This design comes from an exercise in tuning for small area, a short achievable clock period and few clock cycles per item on the open sky130 flow, not from production work.
RTL that was checked went through simulation tests only; none was proved equivalent to the original.

==> flow/design.v <==
`timescale 1ns / 1ps
`default_nettype none
package sule_pkg;
  localparam int DATA_W           = 32;
  localparam int REQ_W            = 2;
  localparam int STAT_W           = 2;
  localparam int OUT_W            = 6;
  localparam int DEFAULT_CAPACITY = 32;
  localparam logic [REQ_W-1:0] REQ_INSERT = 2'd0;
  localparam logic [REQ_W-1:0] REQ_REMOVE = 2'd1;
  localparam logic [REQ_W-1:0] REQ_SEARCH = 2'd2;
  localparam logic [STAT_W-1:0] ST_DONE    = 2'd0;
  localparam logic [STAT_W-1:0] ST_PRESENT = 2'd1;
  localparam logic [STAT_W-1:0] ST_ABSENT  = 2'd2;
  localparam logic [STAT_W-1:0] ST_FULL    = 2'd3;
endpackage
`default_nettype wire
`timescale 1ns / 1ps
`default_nettype none
module sule_ctrl #(
  parameter int CAPACITY = sule_pkg::DEFAULT_CAPACITY
) (
  input  wire logic                               clk,
  input  wire logic                               rst,
  input  wire logic                               req_valid,
  output logic                                    req_stall,
  input  wire logic [sule_pkg::REQ_W-1:0]         req_type,
  input  wire logic signed [sule_pkg::DATA_W-1:0] value,
  output logic                                    rsp_valid,
  input  wire logic                               rsp_stall,
  output logic [sule_pkg::STAT_W-1:0]             status,
  output logic [sule_pkg::OUT_W-1:0]              position,
  output logic [sule_pkg::OUT_W-1:0]              count,
  output logic signed [sule_pkg::DATA_W-1:0]      val,
  output logic [sule_pkg::DATA_W-1:0]             val_n,
  output logic                                    ins,
  output logic                                    rem,
  input  wire logic [CAPACITY-1:0]                lt,
  input  wire logic                               hit
);
  localparam int CW    = $clog2(CAPACITY + 1);
  localparam int DEPTH = 4;    
  localparam int RW    = sule_pkg::STAT_W + 2 * sule_pkg::OUT_W;
  logic                       s0_v;
  logic [sule_pkg::REQ_W-1:0] s0_type;
  logic                       accept;
  assign accept = req_valid & ~req_stall;
  always_ff @(posedge clk) begin
    val     <= value;
    val_n   <= ~value;
    s0_type <= req_type;
    if (rst) begin
      s0_v <= 1'b0;
    end else begin
      s0_v <= accept;
    end
  end
  logic [CW-1:0]               n_ent;
  logic                        full;
  logic                        is_ins, is_rem;
  logic                        ins_ok, rem_ok;
  logic [sule_pkg::STAT_W-1:0] st1;
  logic [CW-1:0]               n_next;
  assign full   = n_ent[CW-1];     
  assign is_ins = (s0_type == sule_pkg::REQ_INSERT);
  assign is_rem = (s0_type == sule_pkg::REQ_REMOVE);
  assign ins    = s0_v & is_ins;
  assign rem    = s0_v & is_rem;
  assign ins_ok = ins & ~hit & ~full;
  assign rem_ok = rem & hit;
  always_comb begin
    if (is_ins) begin
      st1 = hit  ? sule_pkg::ST_PRESENT :
            full ? sule_pkg::ST_FULL    : sule_pkg::ST_DONE;
    end else begin
      st1 = hit ? sule_pkg::ST_DONE : sule_pkg::ST_ABSENT;
    end
    n_next = n_ent;
    if (ins_ok) begin
      n_next = n_ent + CW'(1);
    end else if (rem_ok) begin
      n_next = n_ent - CW'(1);
    end
  end
  always_ff @(posedge clk) begin
    if (rst) begin
      n_ent <= '0;
    end else begin
      n_ent <= n_next;
    end
  end
  logic                        s1_v;
  logic [CAPACITY-1:0]         s1_lt;
  logic [sule_pkg::STAT_W-1:0] s1_st;
  logic [sule_pkg::OUT_W-1:0]  s1_cnt;
  always_ff @(posedge clk) begin
    s1_lt  <= lt;
    s1_st  <= st1;
    s1_cnt <= sule_pkg::OUT_W'(n_next);
    if (rst) begin
      s1_v <= 1'b0;
    end else begin
      s1_v <= s0_v;
    end
  end
  logic [2:0] c4 [8];
  logic [3:0] c8 [4];
  logic [4:0] c16 [2];
  logic [5:0] pos2;
  always_comb begin
    for (int g = 0; g < 8; g++) begin
      c4[g] = 3'(s1_lt[4*g]) + 3'(s1_lt[4*g+1]) + 3'(s1_lt[4*g+2]) + 3'(s1_lt[4*g+3]);
    end
    for (int g = 0; g < 4; g++) begin
      c8[g] = 4'(c4[2*g]) + 4'(c4[2*g+1]);
    end
    for (int g = 0; g < 2; g++) begin
      c16[g] = 5'(c8[2*g]) + 5'(c8[2*g+1]);
    end
    pos2 = 6'(c16[0]) + 6'(c16[1]);
  end
  logic [RW-1:0]    q_d [DEPTH];
  logic [DEPTH-1:0] q_v;
  logic [RW-1:0]    push_d;
  logic             pop;
  logic [RW-1:0]    src_d [DEPTH];
  logic [DEPTH-1:0] src_v;
  logic [DEPTH-1:0] put;
  assign push_d = {s1_st, pos2, s1_cnt};
  assign pop    = q_v[0] & ~rsp_stall;
  always_comb begin
    for (int j = 0; j < DEPTH; j++) begin
      if (pop) begin
        src_v[j] = (j + 1 < DEPTH) ? q_v[(j+1)%DEPTH] : 1'b0;
        src_d[j] = q_d[(j+1)%DEPTH];
      end else begin
        src_v[j] = q_v[j];
        src_d[j] = q_d[j];
      end
    end
    for (int j = 0; j < DEPTH; j++) begin
      put[j] = s1_v & ~src_v[j] & ((j == 0) ? 1'b1 : src_v[(j+DEPTH-1)%DEPTH]);
    end
  end
  always_ff @(posedge clk) begin
    for (int j = 0; j < DEPTH; j++) begin
      q_d[j] <= put[j] ? push_d : src_d[j];
    end
    if (rst) begin
      q_v <= '0;
    end else begin
      q_v <= src_v | put;
    end
  end
  assign rsp_valid = q_v[0];
  assign {status, position, count} = q_d[0];
  logic [2:0] inwork;
  logic [2:0] inwork_next;
  always_comb begin
    inwork_next = inwork + 3'(accept) - 3'(pop);
  end
  always_ff @(posedge clk) begin
    if (rst) begin
      inwork    <= '0;
      req_stall <= 1'b0;
    end else begin
      inwork    <= inwork_next;
      req_stall <= (inwork_next >= 3'(DEPTH));
    end
  end
endmodule
`default_nettype wire
`timescale 1ns / 1ps
`default_nettype none
module sule_dp #(
  parameter int CAPACITY = sule_pkg::DEFAULT_CAPACITY
) (
  input  wire logic                               clk,
  input  wire logic                               rst,
  input  wire logic signed [sule_pkg::DATA_W-1:0] val,    
  input  wire logic [sule_pkg::DATA_W-1:0]        val_n,  
  input  wire logic                               ins,    
  input  wire logic                               rem,    
  output logic [CAPACITY-1:0]                     lt,     
  output logic                                    hit     
);
  logic signed [sule_pkg::DATA_W-1:0] ent [CAPACITY];
  logic [CAPACITY-1:0]                vld;
  logic [CAPACITY-1:0]                eq;
  logic [CAPACITY-1:0]                all_below;
  logic [CAPACITY-1:0]                free1;
  function automatic logic [1:0] cmp_lt_eq(input logic [sule_pkg::DATA_W-1:0] a,
                                           input logic [sule_pkg::DATA_W-1:0] b,
                                           input logic [sule_pkg::DATA_W-1:0] bn);
    logic [sule_pkg::DATA_W-1:0] l, q, au, bu, bnu;
    au  = a ^ {1'b1, {(sule_pkg::DATA_W-1){1'b0}}};
    bu  = b ^ {1'b1, {(sule_pkg::DATA_W-1){1'b0}}};
    bnu = bn ^ {1'b1, {(sule_pkg::DATA_W-1){1'b0}}};
    l   = ~au & bu;
    q   = (au & bu) | (~au & bnu);
    for (int w = sule_pkg::DATA_W / 2; w >= 1; w = w / 2) begin
      for (int j = 0; j < w; j++) begin
        l[j] = l[2*j+1] | (q[2*j+1] & l[2*j]);
        q[j] = q[2*j+1] & q[2*j];
      end
    end
    cmp_lt_eq = {l[0], q[0]};
  endfunction
  always_comb begin
    for (int i = 0; i < CAPACITY; i++) begin
      {lt[i], eq[i]} = cmp_lt_eq(ent[i], val, val_n) & {2{vld[i]}};
    end
    hit = |eq;
  end
  always_comb begin
    all_below[0] = 1'b1;
    for (int i = 1; i < CAPACITY; i++) begin
      all_below[i] = all_below[i-1] & vld[i-1];
    end
    free1 = ~vld & all_below;
  end
  always_ff @(posedge clk) begin
    for (int i = 0; i < CAPACITY; i++) begin
      if (free1[i]) begin
        ent[i] <= val;
      end
    end
  end
  always_ff @(posedge clk) begin
    if (rst) begin
      vld <= '0;
    end else begin
      vld <= (vld & ~({CAPACITY{rem}} & eq)) | ({CAPACITY{ins & ~hit}} & free1);
    end
  end
endmodule
`default_nettype wire
`timescale 1ns / 1ps
`default_nettype none
module sorted_unique_list_engine #(
  parameter int CAPACITY = sule_pkg::DEFAULT_CAPACITY
) (
  input  wire logic                               clk,
  input  wire logic                               rst,
  input  wire logic                               req_valid,
  output logic                                    req_stall,
  input  wire logic [sule_pkg::REQ_W-1:0]         req_type,
  input  wire logic signed [sule_pkg::DATA_W-1:0] value,
  output logic                                    rsp_valid,
  input  wire logic                               rsp_stall,
  output logic [sule_pkg::STAT_W-1:0]             status,
  output logic [sule_pkg::OUT_W-1:0]              position,
  output logic [sule_pkg::OUT_W-1:0]              count
);
  logic signed [sule_pkg::DATA_W-1:0] val;
  logic [sule_pkg::DATA_W-1:0]        val_n;
  logic                               ins, rem;
  logic [CAPACITY-1:0]                lt;
  logic                               hit;
  sule_ctrl #(
    .CAPACITY (CAPACITY)
  ) u_ctrl (
    .clk       (clk),
    .rst       (rst),
    .req_valid (req_valid),
    .req_stall (req_stall),
    .req_type  (req_type),
    .value     (value),
    .rsp_valid (rsp_valid),
    .rsp_stall (rsp_stall),
    .status    (status),
    .position  (position),
    .count     (count),
    .val       (val),
    .val_n     (val_n),
    .ins       (ins),
    .rem       (rem),
    .lt        (lt),
    .hit       (hit)
  );
  sule_dp #(
    .CAPACITY (CAPACITY)
  ) u_dp (
    .clk (clk),
    .rst (rst),
    .val (val),
    .val_n (val_n),
    .ins (ins),
    .rem (rem),
    .lt  (lt),
    .hit (hit)
  );
endmodule
`default_nettype wire
clock: 8.0 ns
lec_check: 0
abc_clock_period_in_ps: 2800
cap_margin: 20
core_margin: 2
core_utilization: 40
setup_slack_margin: 5.0
slew_margin: 20
run.sh (not shown) runs the stock make flow with config.mk's settings and CLKGATE_MAP_FILE= SYNTH_SCRIPT=/design/flow/synth_recipe.tcl, a recipe that flattens the netlist after the stock synthesis.
Change:
--- a/flow/design.v
+++ b/flow/design.v
@@ -31,9 +31,8 @@
   output logic [sule_pkg::STAT_W-1:0]             status,
   output logic [sule_pkg::OUT_W-1:0]              position,
   output logic [sule_pkg::OUT_W-1:0]              count,
   output logic signed [sule_pkg::DATA_W-1:0]      val,
-  output logic [sule_pkg::DATA_W-1:0]             val_n,
   output logic                                    ins,
   output logic                                    rem,
   input  wire logic [CAPACITY-1:0]                lt,
   input  wire logic                               hit
@@ -46,9 +45,8 @@
   logic                       accept;
   assign accept = req_valid & ~req_stall;
   always_ff @(posedge clk) begin
     val     <= value;
-    val_n   <= ~value;
     s0_type <= req_type;
     if (rst) begin
       s0_v <= 1'b0;
     end else begin
@@ -177,9 +175,8 @@
 ) (
   input  wire logic                               clk,
   input  wire logic                               rst,
   input  wire logic signed [sule_pkg::DATA_W-1:0] val,    
-  input  wire logic [sule_pkg::DATA_W-1:0]        val_n,  
   input  wire logic                               ins,    
   input  wire logic                               rem,    
   output logic [CAPACITY-1:0]                     lt,     
   output logic                                    hit     
@@ -188,28 +185,12 @@
   logic [CAPACITY-1:0]                vld;
   logic [CAPACITY-1:0]                eq;
   logic [CAPACITY-1:0]                all_below;
   logic [CAPACITY-1:0]                free1;
-  function automatic logic [1:0] cmp_lt_eq(input logic [sule_pkg::DATA_W-1:0] a,
-                                           input logic [sule_pkg::DATA_W-1:0] b,
-                                           input logic [sule_pkg::DATA_W-1:0] bn);
-    logic [sule_pkg::DATA_W-1:0] l, q, au, bu, bnu;
-    au  = a ^ {1'b1, {(sule_pkg::DATA_W-1){1'b0}}};
-    bu  = b ^ {1'b1, {(sule_pkg::DATA_W-1){1'b0}}};
-    bnu = bn ^ {1'b1, {(sule_pkg::DATA_W-1){1'b0}}};
-    l   = ~au & bu;
-    q   = (au & bu) | (~au & bnu);
-    for (int w = sule_pkg::DATA_W / 2; w >= 1; w = w / 2) begin
-      for (int j = 0; j < w; j++) begin
-        l[j] = l[2*j+1] | (q[2*j+1] & l[2*j]);
-        q[j] = q[2*j+1] & q[2*j];
-      end
-    end
-    cmp_lt_eq = {l[0], q[0]};
-  endfunction
   always_comb begin
     for (int i = 0; i < CAPACITY; i++) begin
-      {lt[i], eq[i]} = cmp_lt_eq(ent[i], val, val_n) & {2{vld[i]}};
+      eq[i] = vld[i] & (ent[i] == val);
+      lt[i] = vld[i] & (ent[i] < val);
     end
     hit = |eq;
   end
   always_comb begin
@@ -252,9 +233,8 @@
   output logic [sule_pkg::OUT_W-1:0]              position,
   output logic [sule_pkg::OUT_W-1:0]              count
 );
   logic signed [sule_pkg::DATA_W-1:0] val;
-  logic [sule_pkg::DATA_W-1:0]        val_n;
   logic                               ins, rem;
   logic [CAPACITY-1:0]                lt;
   logic                               hit;
   sule_ctrl #(
@@ -271,9 +251,8 @@
     .status    (status),
     .position  (position),
     .count     (count),
     .val       (val),
-    .val_n     (val_n),
     .ins       (ins),
     .rem       (rem),
     .lt        (lt),
     .hit       (hit)
@@ -283,9 +262,8 @@
   ) u_dp (
     .clk (clk),
     .rst (rst),
     .val (val),
-    .val_n (val_n),
     .ins (ins),
     .rem (rem),
     .lt  (lt),
     .hit (hit)
Effect:
- The new run passed the timing, design-rule and antenna checks
- setup slack degrades by 0.21 ns
- fmax came out lower by 4.6%
- sequential share of layout area rises by 2.5 points
- final cell count falls by 15%
- routed wire length fell by about 20%
- cell area goes down by 7.1%
- die area came out lower by 5.5%
Testbench counts after the change, summed over its fixed seeds: cycles 4,024, items 4,000.
For the first run of this note, only the layout was checked, not whether the RTL still works.

==> static timing again, ports no longer ideal <==
The flow's constraints put no driver on any port. The routed layouts listed below were extracted and timed again, unchanged, in two steps.
Step 1 assumes that a clkbuf_16 drives the clock port and a buf_2 every other input.
Step 2 adds t to the input delays and takes it off the output delays; t is the mean of the earliest and latest rising clock arrival at the registers after step 1. Input paths then give back, and output paths get back, about the clock's delay inside the block.
a / b / c = ideal ports / drivers / drivers and shift; a / b = the first two.
| run | shift t [ns] | setup slack, ns | slew at the worst register clock pin (ns) |
|---|---|---|---|
| the first run | 0.879 | 3.612 / 3.612 / 3.612 | 0.06 / 0.06 |
| the second run | 0.839 | 3.400 / 3.400 / 3.400 | 0.07 / 0.07 |
After both steps setup and hold are still met in every run listed.
